Context: an optimization exercise on an open-source flow, tuned for small area. The choices shown serve that exercise and are no tape-out recipe.
RTL that was checked went through simulation tests only; none was proved equivalent to the original.
No activity file was given, so power comes from the tool's default toggle rates.

==> flow/design.v (excerpt) <==
module rob_top (
  input  wire                    clk,
  input  wire                    rst,
  input  wire                    dispatch_valid,
  input  wire                    dispatch_reg_write_en,
  input  wire [5-1:0]  dispatch_reg_write_addr,
  input  wire [31:0]             dispatch_pc,
  input  wire [4-1:0]       dispatch_exc,
  output logic                   rob_full,
  output logic [3-1:0]  dispatch_tag,
  input  wire                    wb_valid,
  input  wire [3-1:0]   wb_tag,
  input  wire [32-1:0]      wb_data,
  input  wire [4-1:0]       wb_exc,
  output logic                   commit_valid,
  output logic [3-1:0]  commit_tag,
  output logic                   commit_reg_write_en,
  output logic [5-1:0] commit_reg_write_addr,
  output logic [32-1:0]     commit_data,
  output logic [31:0]            commit_pc,
  output logic [4-1:0]      commit_exc,
  output logic                   flush
);
Size: roughly 1100 cells after synthesis, about 590 flip-flops, ~170 I/O pins.
Settings: LEC_CHECK=0, CAP_MARGIN=20, CORE_MARGIN=2, CORE_UTILIZATION=40, SLEW_MARGIN=20; clock period 4.0 ns.
standard.sh (not shown) runs the stock make flow with config.mk's settings and CLKGATE_MAP_FILE= SYNTH_SCRIPT=/design/flow/synth_recipe.tcl, a recipe that flattens the netlist after the stock synthesis.
==> flow/flow/run.sh <==
#!/bin/bash
# Standard layout, with smaller port buffers and a clock tree without dummy loads.
set -euo pipefail
export BUFFER_PORTS_ARGS="-buffer_cell sky130_fd_sc_hd__buf_1"
export CTS_ARGS="-sink_clustering_enable -repair_clock_nets -dont_use_dummy_load -buf_list sky130_fd_sc_hd__clkbuf_4"
bash standard.sh > standard_flow.log 2>&1
==> next run, changes <==
==> flow/flow/run.sh (replaced) <==
#!/bin/bash
# Layout of the version: the standard flow (standard.sh) with
#  - synthesis mapped by an area-oriented ABC script (flow/my_synth.tcl,
#    flow/area.abc) and without Yosys's adder extraction, so ABC maps all logic,
#  - the smallest buffer (buf_1) on every input and output port,
#  - a clock tree of clkbuf_4 buffers, at most 8 sinks each, without dummy loads.
set -euo pipefail
work=$(pwd)
export FLOW_SYNTH_TCL="$work/synth_recipe.tcl"
export ADDER_MAP_FILE=
sed "s#SYNTH_SCRIPT=[^ ]*#SYNTH_SCRIPT=$work/flow/my_synth.tcl#" standard.sh > my_standard.sh
grep -q "SYNTH_SCRIPT=$work/flow/my_synth.tcl" my_standard.sh
export BUFFER_PORTS_ARGS="-buffer_cell sky130_fd_sc_hd__buf_1"
export CTS_ARGS="-sink_clustering_enable -repair_clock_nets -dont_use_dummy_load -buf_list sky130_fd_sc_hd__clkbuf_4 -sink_clustering_size 8 -sink_clustering_max_diameter 40"
bash my_standard.sh > flow_make.log 2>&1
==> flow/flow/area.abc (new file) <==
strash
&get -n
&fraig -x
&put
scorr
dc2
dretime
strash
&get -n
&dch -f
&nf -R 1000
&put
strash
&get -n
&dch -f
&nf -R 1000
&put
==> flow/flow/my_synth.tcl (new file) <==
# The standard flow's synthesis (synth_recipe.tcl), with ABC mapping the logic with an
# area-oriented script (area.abc) instead of ORFS's speed script.
set ::area_abc_script [file normalize [file join [file dirname [info script]] area.abc]]
proc abc {args} {
  set i [lsearch -exact $args -script]
  if {$i >= 0} { lset args [expr {$i + 1}] $::area_abc_script }
  yosys abc {*}$args
}
source $::env(FLOW_SYNTH_TCL)
Settings changed: CORE_UTILIZATION 40 to 75.
The changed run produced a clean layout; non-clock buffer count goes up by 13; final cell count goes down by about 20%; design area goes down by 6.4%; wire length goes down by about 8%; worst hold slack gets better by 0.21 ns; die area goes down by 49%; via count stays flat.
==> next run, changes <==
==> flow/run.sh (new file) <==
#!/bin/bash
# synth_recipe.tcl (not shown) runs the flow's synth.tcl, then flattens the netlist and writes it again
# the make line also repeats each setting of config.mk as NAME=value (left out here)
make -C /OpenROAD-flow-scripts/flow DESIGN_CONFIG=/design/flow/config.mk WORK_HOME=/design/flow/orfs CLKGATE_MAP_FILE= SYNTH_SCRIPT=/design/flow/synth_recipe.tcl finish
Settings changed: CORE_UTILIZATION 75 to 40, CTS_BUF_LIST set to sky130_fd_sc_hd__clkbuf_4.
removed: flow/flow/run.sh
removed: flow/flow/area.abc
removed: flow/flow/my_synth.tcl
removed: flow/standard.sh
Effect: Routed wire length rises by 14%. Worst hold slack is better by 0.076 ns. Setup slack gets worse by 0.056 ns. Global-route usage went down by 14 points. Critical path depth rises by 1. Register-to-register slack improves by 0.72 ns. Cell area is higher by 15%. Sequential share of layout area goes down by 9.9 points. Final cell count increases by 32%.
==> next run, changes <==
==> flow/flow/run.sh (new file) <==
#!/bin/bash
# Layout of the version: the standard flow (standard.sh) with
#  - synthesis mapped by an area-oriented ABC script (flow/my_synth.tcl),
#  - the smallest buffer (buf_1) on every input and output port,
#  - a clock tree of clkbuf_4 buffers, at most 8 sinks each, without dummy loads.
set -euo pipefail
work=$(pwd)
export FLOW_SYNTH_TCL="$work/synth_recipe.tcl"
sed "s#SYNTH_SCRIPT=[^ ]*#SYNTH_SCRIPT=$work/flow/my_synth.tcl#" standard.sh > my_standard.sh
grep -q "SYNTH_SCRIPT=$work/flow/my_synth.tcl" my_standard.sh
export BUFFER_PORTS_ARGS="-buffer_cell sky130_fd_sc_hd__buf_1"
export CTS_ARGS="-sink_clustering_enable -repair_clock_nets -dont_use_dummy_load -buf_list sky130_fd_sc_hd__clkbuf_4 -sink_clustering_size 8 -sink_clustering_max_diameter 40"
bash my_standard.sh > flow_make.log 2>&1
==> flow/flow/area.abc (new file) <==
strash
&get -n
&fraig -x
&put
scorr
dc2
dretime
strash
&get -n
&dch -f
&nf -R 1000
&put
==> flow/flow/my_synth.tcl (new file) <==
# The standard flow's synthesis (synth_recipe.tcl), with ABC mapping the logic with an
# area-oriented script (area.abc) instead of ORFS's speed script.
set ::area_abc_script [file normalize [file join [file dirname [info script]] area.abc]]
proc abc {args} {
  set i [lsearch -exact $args -script]
  if {$i >= 0} { lset args [expr {$i + 1}] $::area_abc_script }
  yosys abc {*}$args
}
source $::env(FLOW_SYNTH_TCL)
==> flow/standard.sh (new file) <==
#!/bin/bash
# synth_recipe.tcl (not shown) runs the flow's synth.tcl, then flattens the netlist and writes it again
# the make line also repeats each setting of config.mk as NAME=value (left out here)
make -C /OpenROAD-flow-scripts/flow DESIGN_CONFIG=/design/flow/config.mk WORK_HOME=/design/flow/orfs CLKGATE_MAP_FILE= SYNTH_SCRIPT=/design/flow/synth_recipe.tcl "${@:-finish}"
Settings changed: CAP_MARGIN 20 to 5, CORE_UTILIZATION 40 to 65, CTS_BUF_LIST sky130_fd_sc_hd__clkbuf_4 to unset, SLEW_MARGIN 20 to 5.
removed: flow/run.sh
What happened: The new run passed the timing, design-rule and antenna checks. Final area is lower by 13%. Die area shrinks by 41%. Routed wire length decreases by 14%. Combinational power falls by 24%. Count of clock-buffer cells in the layout came out lower by 139. Setup slack improves by 0.083 ns. Sequential power grows by about 1%.

build 72:
The RTL this note starts from:
==> flow/design.v <==
`default_nettype none
module rob_top (
  input  wire                    clk,
  input  wire                    rst,
  input  wire                    dispatch_valid,
  input  wire                    dispatch_reg_write_en,
  input  wire [5-1:0]  dispatch_reg_write_addr,
  input  wire [31:0]             dispatch_pc,
  input  wire [4-1:0]       dispatch_exc,
  output logic                   rob_full,
  output logic [3-1:0]  dispatch_tag,
  input  wire                    wb_valid,
  input  wire [3-1:0]   wb_tag,
  input  wire [32-1:0]      wb_data,
  input  wire [4-1:0]       wb_exc,
  output logic                   commit_valid,
  output logic [3-1:0]  commit_tag,
  output logic                   commit_reg_write_en,
  output logic [5-1:0] commit_reg_write_addr,
  output logic [32-1:0]     commit_data,
  output logic [31:0]            commit_pc,
  output logic [4-1:0]      commit_exc,
  output logic                   flush
);
  localparam int N  = 8;
  localparam int TW = 3;
  localparam int EW = (1 + 5 + 32);
  localparam int DW = 32;
  logic [TW-1:0]   cptr;      
  logic [TW-1:0]   tail;      
  logic            full;
  logic [N-1:0]    done;
  logic [N-1:0]    csel;      
  logic [N*EW-1:0] ent_q;
  logic [N*DW-1:0] data_q;
  logic [4-1:0] rcode;
  logic [TW-1:0]     rtag;
  logic              rdec;
  logic [TW-1:0] head;
  logic          empty;
  logic          retire;
  logic          alloc;
  logic          rv;
  assign head   = cptr + 1'b1;
  assign empty  = (head == tail) && !full;
  assign retire = !empty && done[head] && !flush;
  assign alloc  = dispatch_valid && !full && !flush;
  assign rv     = |rcode;
  logic [TW-1:0] wb_age;
  logic [TW-1:0] r_age;
  logic          wb_take;
  logic          al_take;
  assign wb_age  = wb_tag - head;
  assign r_age   = rtag - head;
  assign wb_take = wb_valid && (|wb_exc) && (!rv || wb_age < r_age);
  assign al_take = alloc && (|dispatch_exc) && !rv;
  always_ff @(posedge clk) begin
    if (!rst || flush) begin
      rcode <= '0;
    end else if (wb_take) begin
      rcode <= wb_exc;
    end else if (al_take) begin
      rcode <= dispatch_exc;
    end
  end
  always_ff @(posedge clk) begin
    if (wb_take) begin
      rtag <= wb_tag;
      rdec <= 1'b0;
    end else if (al_take) begin
      rtag <= tail;
      rdec <= 1'b1;
    end
  end
  always_ff @(posedge clk) begin
    if (!rst || flush) begin
      cptr <= TW'(N - 1);
      csel <= N'(1) << (N - 1);
      tail <= '0;
      full <= 1'b0;
    end else begin
      if (retire) cptr <= head;
      if (retire) csel <= {csel[N-2:0], csel[N-1]};
      if (alloc)  tail <= tail + 1'b1;
      full <= !retire && (full || (alloc && tail == cptr));
    end
  end
  always_ff @(posedge clk) begin
    if (!rst) begin
      commit_valid <= 1'b0;
      flush        <= 1'b0;
    end else begin
      commit_valid <= retire;
      flush        <= retire && rv && (rtag == head);
    end
  end
  for (genvar i = 0; i < N; i++) begin : g_line
    logic tsel;
    logic wsel;
    assign tsel = (tail == TW'(i)) && !full;
    assign wsel = wb_valid && (wb_tag == TW'(i));
    always_ff @(posedge clk) begin
      if (tsel) ent_q[i*EW +: EW] <= {dispatch_reg_write_en, dispatch_reg_write_addr, dispatch_pc};
      if (wsel) data_q[i*DW +: DW] <= wb_data;
      if (tsel || wsel) done[i] <= wsel || (|dispatch_exc);
    end
  end
  logic [EW-1:0] c_ent;
  logic [DW-1:0] c_data;
  logic          dzero;
  assign dzero = flush && rdec;
  always_comb begin
    c_ent  = '0;
    c_data = '0;
    for (int i = 0; i < N; i++) begin
      if (csel[i]) begin
        c_ent = c_ent | ent_q[i*EW +: EW];
        if (!dzero) c_data = c_data | data_q[i*DW +: DW];
      end
    end
  end
  assign rob_full     = full;
  assign dispatch_tag = tail;
  assign commit_tag   = cptr;
  assign {commit_reg_write_en, commit_reg_write_addr, commit_pc} = c_ent;
  assign commit_data  = c_data;
  assign commit_exc   = flush ? rcode : '0;
endmodule
`default_nettype wire
Settings: LEC_CHECK=0, CAP_MARGIN=20, CORE_MARGIN=2, CORE_UTILIZATION=65, SLEW_MARGIN=20; clock period 4.0 ns.
==> flow/flow/run.sh <==
#!/bin/bash
# Standard layout, with the smallest buffer on every port and a clock tree of
# small buffers clustered by count, without dummy loads.
set -euo pipefail
# denser core: shorter wires
export BUFFER_PORTS_ARGS="-buffer_cell sky130_fd_sc_hd__buf_1"
export CTS_ARGS="-sink_clustering_enable -repair_clock_nets -dont_use_dummy_load -buf_list sky130_fd_sc_hd__clkbuf_4 -sink_clustering_size 10 -sink_clustering_max_diameter 50"
bash standard.sh > standard_flow.log 2>&1
## Diff of input files: build 30 against build 72
==> flow/flow/run.sh <==
#!/bin/bash
# Layout of the version: the standard flow (standard.sh) with
#  - synthesis mapped by an area-oriented ABC script (flow/my_synth.tcl,
#    flow/area.abc) and without Yosys's adder extraction, so ABC maps all logic,
#  - the smallest buffer (buf_1) on every input and output port,
#  - a clock tree of clkbuf_4 buffers, at most 8 sinks each, without dummy loads.
set -euo pipefail
work=$(pwd)
export FLOW_SYNTH_TCL="$work/synth_recipe.tcl"
export ADDER_MAP_FILE=
sed "s#SYNTH_SCRIPT=[^ ]*#SYNTH_SCRIPT=$work/flow/my_synth.tcl#" standard.sh > my_standard.sh
grep -q "SYNTH_SCRIPT=$work/flow/my_synth.tcl" my_standard.sh
export BUFFER_PORTS_ARGS="-buffer_cell sky130_fd_sc_hd__buf_1"
export CTS_ARGS="-sink_clustering_enable -repair_clock_nets -dont_use_dummy_load -buf_list sky130_fd_sc_hd__clkbuf_4 -sink_clustering_size 8 -sink_clustering_max_diameter 40"
bash my_standard.sh > flow_make.log 2>&1
==> flow/flow/area.abc (new file) <==
strash
&get -n
&fraig -x
&put
scorr
dc2
dretime
strash
&get -n
&dch -f
&nf -R 1000
&put
strash
&get -n
&dch -f
&nf -R 1000
&put
==> flow/flow/my_synth.tcl (new file) <==
# The standard flow's synthesis (synth_recipe.tcl), with ABC mapping the logic with an
# area-oriented script (area.abc) instead of ORFS's speed script.
set ::area_abc_script [file normalize [file join [file dirname [info script]] area.abc]]
proc abc {args} {
  set i [lsearch -exact $args -script]
  if {$i >= 0} { lset args [expr {$i + 1}] $::area_abc_script }
  yosys abc {*}$args
}
source $::env(FLOW_SYNTH_TCL)
--- outcome ---
- In build 30, the latest clock arrival within the worst-skew pair came out 0.03 ns below the value in build 72.
- Build 30 — number of detailed-routing iterations run before antenna repair 1 higher, build 72 as reference
- Compared with build 72, routed length on met1 in build 30 increased by a few percent.
- Area after synthesis, build 72 and build 30: larger value in build 72
- Compared with build 72, build 30 is hungrier on power.
- Build 30 against build 72: highest ir drop seen on vdd moved up; global routing met1 resource utilization increased by 6.0 points relative to the old numbers; first-iteration DRC count now larger; worst setup slack moved up.
> inputs changed (build 30 -> build 47)
Settings: CORE_UTILIZATION now 40, was 65.
==> flow/flow/run.sh <==
#!/bin/bash
# Standard layout, with the smallest buffer on every port and a clock tree of
# small buffers clustered by count, without dummy loads.
set -euo pipefail
export BUFFER_PORTS_ARGS="-buffer_cell sky130_fd_sc_hd__buf_1"
export CTS_ARGS="-sink_clustering_enable -repair_clock_nets -dont_use_dummy_load -buf_list sky130_fd_sc_hd__clkbuf_4 -sink_clustering_size 10 -sink_clustering_max_diameter 50"
bash standard.sh > standard_flow.log 2>&1
removed: flow/flow/area.abc
removed: flow/flow/my_synth.tcl
The power of the combinational group of build 47 falls short of that of build 30 by about 5%.
Taking build 30 as the reference, in build 47 non-clock buffer count down about 3%, portion of total power attributed to the clock network flat, total instance count after detailed placement up about 20%.
Relative to build 30, the wire length measured on build 47 has increased by more than 10%.
Build 47 falls short of build 30 in worst-case setup margin in the final layout.
No run of this note included a check of the RTL's function; only the layout flow was run.

RTL: one of the versions met above, not the one the previous note started from.
Size in the first run: roughly 170 I/O pins.
// rob_top
module rob_top (
  input  wire                    clk,
  input  wire                    rst,
  input  wire                    dispatch_valid,
  input  wire                    dispatch_reg_write_en,
  input  wire [5-1:0]  dispatch_reg_write_addr,
  input  wire [31:0]             dispatch_pc,
  input  wire [4-1:0]       dispatch_exc,
  output logic                   rob_full,
  output logic [3-1:0]  dispatch_tag,
  input  wire                    wb_valid,
  input  wire [3-1:0]   wb_tag,
  input  wire [32-1:0]      wb_data,
  input  wire [4-1:0]       wb_exc,
  output logic                   commit_valid,
  output logic [3-1:0]  commit_tag,
  output logic                   commit_reg_write_en,
  output logic [5-1:0] commit_reg_write_addr,
  output logic [32-1:0]     commit_data,
  output logic [31:0]            commit_pc,
  output logic [4-1:0]      commit_exc,
  output logic                   flush
);
Settings: LEC_CHECK=0, CAP_MARGIN=20, CORE_MARGIN=2, CORE_UTILIZATION=65, GPL_TIMING_DRIVEN=0, SLEW_MARGIN=20; clock period 4.0 ns.
==> flow/flow/run.sh <==
#!/bin/bash
# Layout of the version: the standard flow (standard.sh) with
#  - synthesis mapped by an area-oriented ABC script (flow/my_synth.tcl,
#    flow/area.abc) and without Yosys's adder extraction, so ABC maps all logic,
#  - the smallest buffer (buf_1) on every input and output port,
#  - a clock tree of clkbuf_4 buffers, at most 8 sinks each, without dummy loads.
set -euo pipefail
work=$(pwd)
export FLOW_SYNTH_TCL="$work/synth_recipe.tcl"
export ADDER_MAP_FILE=
sed "s#SYNTH_SCRIPT=[^ ]*#SYNTH_SCRIPT=$work/flow/my_synth.tcl#" standard.sh > my_standard.sh
grep -q "SYNTH_SCRIPT=$work/flow/my_synth.tcl" my_standard.sh
export BUFFER_PORTS_ARGS="-buffer_cell sky130_fd_sc_hd__buf_1"
export CTS_ARGS="-sink_clustering_enable -repair_clock_nets -dont_use_dummy_load -buf_list sky130_fd_sc_hd__clkbuf_4 -sink_clustering_size 8 -sink_clustering_max_diameter 40"
bash my_standard.sh > flow_make.log 2>&1
==> flow/flow/area.abc <==
strash
&get -n
&fraig -x
&put
scorr
dc2
dretime
strash
&get -n
&dch -f
&nf -R 1000
&put
strash
&get -n
&dch -f
&nf -R 1000
&put
==> flow/flow/my_synth.tcl <==
# The standard flow's synthesis (synth_recipe.tcl), with ABC mapping the logic with an
# area-oriented script (area.abc) instead of ORFS's speed script.
set ::area_abc_script [file normalize [file join [file dirname [info script]] area.abc]]
proc abc {args} {
  set i [lsearch -exact $args -script]
  if {$i >= 0} { lset args [expr {$i + 1}] $::area_abc_script }
  yosys abc {*}$args
}
source $::env(FLOW_SYNTH_TCL)
Then changed:
==> flow/run.sh (new file) <==
#!/bin/bash
# synth_recipe.tcl (not shown) runs the flow's synth.tcl, then flattens the netlist and writes it again
# the make line also repeats each setting of config.mk as NAME=value (left out here)
make -C /OpenROAD-flow-scripts/flow DESIGN_CONFIG=/design/flow/config.mk WORK_HOME=/design/flow/orfs CLKGATE_MAP_FILE= SYNTH_SCRIPT=/design/flow/synth_recipe.tcl finish
CORE_UTILIZATION = 40   (was 65)
GPL_TIMING_DRIVEN = default   (was 0)
removed: flow/flow/run.sh
removed: flow/flow/area.abc
removed: flow/flow/my_synth.tcl
removed: flow/standard.sh
The changed run finished with timing, DRC and antenna clean.
Utilization goes down by 27 points.
Worst setup slack gets better by 0.0063 ns.
Design area came out higher by roughly a tenth.
Global-route usage is lower by 10 points.
Combinational power rises by well over a third.
Non-clock buffer count came out lower by 16.
Count of clock-buffer cells in the layout went down by 7.
Clock power went up by well over a third.
Clock skew goes down by 0.063 ns.
Then changed:
==> flow/flow/run.sh (new file) <==
#!/bin/bash
# Layout of the version: the standard flow (standard.sh) with
#  - synthesis mapped by an area-oriented ABC script (flow/my_synth.tcl),
#  - the smallest buffer (buf_1) on every input and output port,
#  - a clock tree of clkbuf_4 buffers, at most 8 sinks each, without dummy loads.
set -euo pipefail
work=$(pwd)
export FLOW_SYNTH_TCL="$work/synth_recipe.tcl"
sed "s#SYNTH_SCRIPT=[^ ]*#SYNTH_SCRIPT=$work/flow/my_synth.tcl#" standard.sh > my_standard.sh
grep -q "SYNTH_SCRIPT=$work/flow/my_synth.tcl" my_standard.sh
export BUFFER_PORTS_ARGS="-buffer_cell sky130_fd_sc_hd__buf_1"
export CTS_ARGS="-sink_clustering_enable -repair_clock_nets -dont_use_dummy_load -buf_list sky130_fd_sc_hd__clkbuf_4 -sink_clustering_size 8 -sink_clustering_max_diameter 40"
bash my_standard.sh > flow_make.log 2>&1
==> flow/flow/area.abc (new file) <==
strash
&get -n
&fraig -x
&put
scorr
dc2
dretime
strash
&get -n
&dch -f
&nf -R 1000
&put
==> flow/flow/my_synth.tcl (new file) <==
# The standard flow's synthesis (synth_recipe.tcl), with ABC mapping the logic with an
# area-oriented script (area.abc) instead of ORFS's speed script.
set ::area_abc_script [file normalize [file join [file dirname [info script]] area.abc]]
proc abc {args} {
  set i [lsearch -exact $args -script]
  if {$i >= 0} { lset args [expr {$i + 1}] $::area_abc_script }
  yosys abc {*}$args
}
source $::env(FLOW_SYNTH_TCL)
==> flow/standard.sh (new file) <==
#!/bin/bash
# synth_recipe.tcl (not shown) runs the flow's synth.tcl, then flattens the netlist and writes it again
# the make line also repeats each setting of config.mk as NAME=value (left out here)
make -C /OpenROAD-flow-scripts/flow DESIGN_CONFIG=/design/flow/config.mk WORK_HOME=/design/flow/orfs CLKGATE_MAP_FILE= SYNTH_SCRIPT=/design/flow/synth_recipe.tcl "${@:-finish}"
CORE_UTILIZATION = 65   (was 40)
removed: flow/run.sh
Result: The changed run finished with timing, DRC and antenna clean; hold slack got worse by 0.11 ns; design area goes down by 12%; fmax is higher by 1.1%; clock power shrinks by 48%; core utilization increases by 24 points.
Then changed:
--- a/flow/flow/run.sh
+++ b/flow/flow/run.sh
@@ -1,5 +1,6 @@
 #!/bin/bash
 # Layout of the version: the standard flow (standard.sh) with
-#  - synthesis mapped by an area-oriented ABC script (flow/my_synth.tcl),
+#  - synthesis mapped by an area-oriented ABC script (flow/my_synth.tcl,
+#    flow/area.abc) and without Yosys's adder extraction, so ABC maps all logic,
 #  - the smallest buffer (buf_1) on every input and output port,
 #  - a clock tree of clkbuf_4 buffers, at most 8 sinks each, without dummy loads.
@@ -7,4 +8,5 @@
 work=$(pwd)
 export FLOW_SYNTH_TCL="$work/synth_recipe.tcl"
+export ADDER_MAP_FILE=
 sed "s#SYNTH_SCRIPT=[^ ]*#SYNTH_SCRIPT=$work/flow/my_synth.tcl#" standard.sh > my_standard.sh
 grep -q "SYNTH_SCRIPT=$work/flow/my_synth.tcl" my_standard.sh
==> flow/flow/area.abc (replaced) <==
strash
&get -n
&fraig -x
&put
scorr
dc2
dretime
strash
&get -n
&dch -f
&nf -R 1000
&put
strash
&get -n
&dch -f
&nf -R 1000
&put
What happened:
- The changed run ran to the end with no violations
- via count climbs by 0.44%
- cell count climbs by 1.3%
- final area barely changes
- first-iteration DRC count drops by 6.4%
- wire length drops by 1.5%
- die area drops by 0.45%
- critical path depth stays the same
- worst setup slack improves by 0.080 ns
- register-to-register slack degrades by 0.07 ns
- non-clock buffer count climbs by 7
- fmax climbs by 2.1%

[what the ideal ports hide]
Ports are ideal in the flow. The routed layouts listed here were re-timed in OpenROAD.
Step 1: set_driving_cell puts a clkbuf_16 on clk and a buf_2 on each other input, an assumption about the parent block.
Step 2 adds t to the input delays and takes it off the output delays; t is the mean of the earliest and latest rising clock arrival at the registers after step 1. Input paths then give back, and output paths get back, about the clock's delay inside the block.
Slacks: ideal ports / drivers / drivers and shift; pairs: ideal ports / drivers.
run	t (ns)	slack for setup (ns)	worst hold slack (ns)	worst setup path after step 2	pins driven straight from the clock port
the first run of note 1	0.962	0.214 / 0.162 / 0.462	0.195 / 0.183 / 0.474	input to register	1
the second run of note 1	0.733	0.197 / 0.150 / 0.493	0.410 / 0.388 / 0.472	input to register	1
the third run of note 1	1.018	0.140 / 0.090 / 0.285	0.486 / 0.486 / 0.486	input to register	1
the fourth run of note 1	0.730	0.223 / 0.177 / 0.142	0.396 / 0.374 / 0.472	input to register	1
build 72	0.775	0.556 / 0.502 / 0.630	0.344 / 0.313 / 0.488	input to register	1
build 30	0.739	0.750 / 0.701 / 0.935	0.358 / 0.329 / 0.474	input to register	1
build 47	0.837	0.585 / 0.533 / 0.748	0.236 / 0.204 / 0.510	input to register	1
the first run of note 3	0.737	0.154 / 0.104 / 0.577	0.414 / 0.383 / 0.468	input to register	1
the second run of note 3	0.659	0.160 / 0.108 / 0.275	0.490 / 0.490 / 0.490	input to register	1
the third run of note 3	0.736	0.202 / 0.154 / 0.254	0.382 / 0.364 / 0.486	input to register	1
the fourth run of note 3	0.738	0.282 / 0.232 / 0.502	0.398 / 0.368 / 0.471	input to register	1
After both steps setup and hold are still met in every run listed. The setup slack of the fourth run of note 1, which loses most, moves by -0.046 ns with the drivers and by -0.081 ns with both steps.
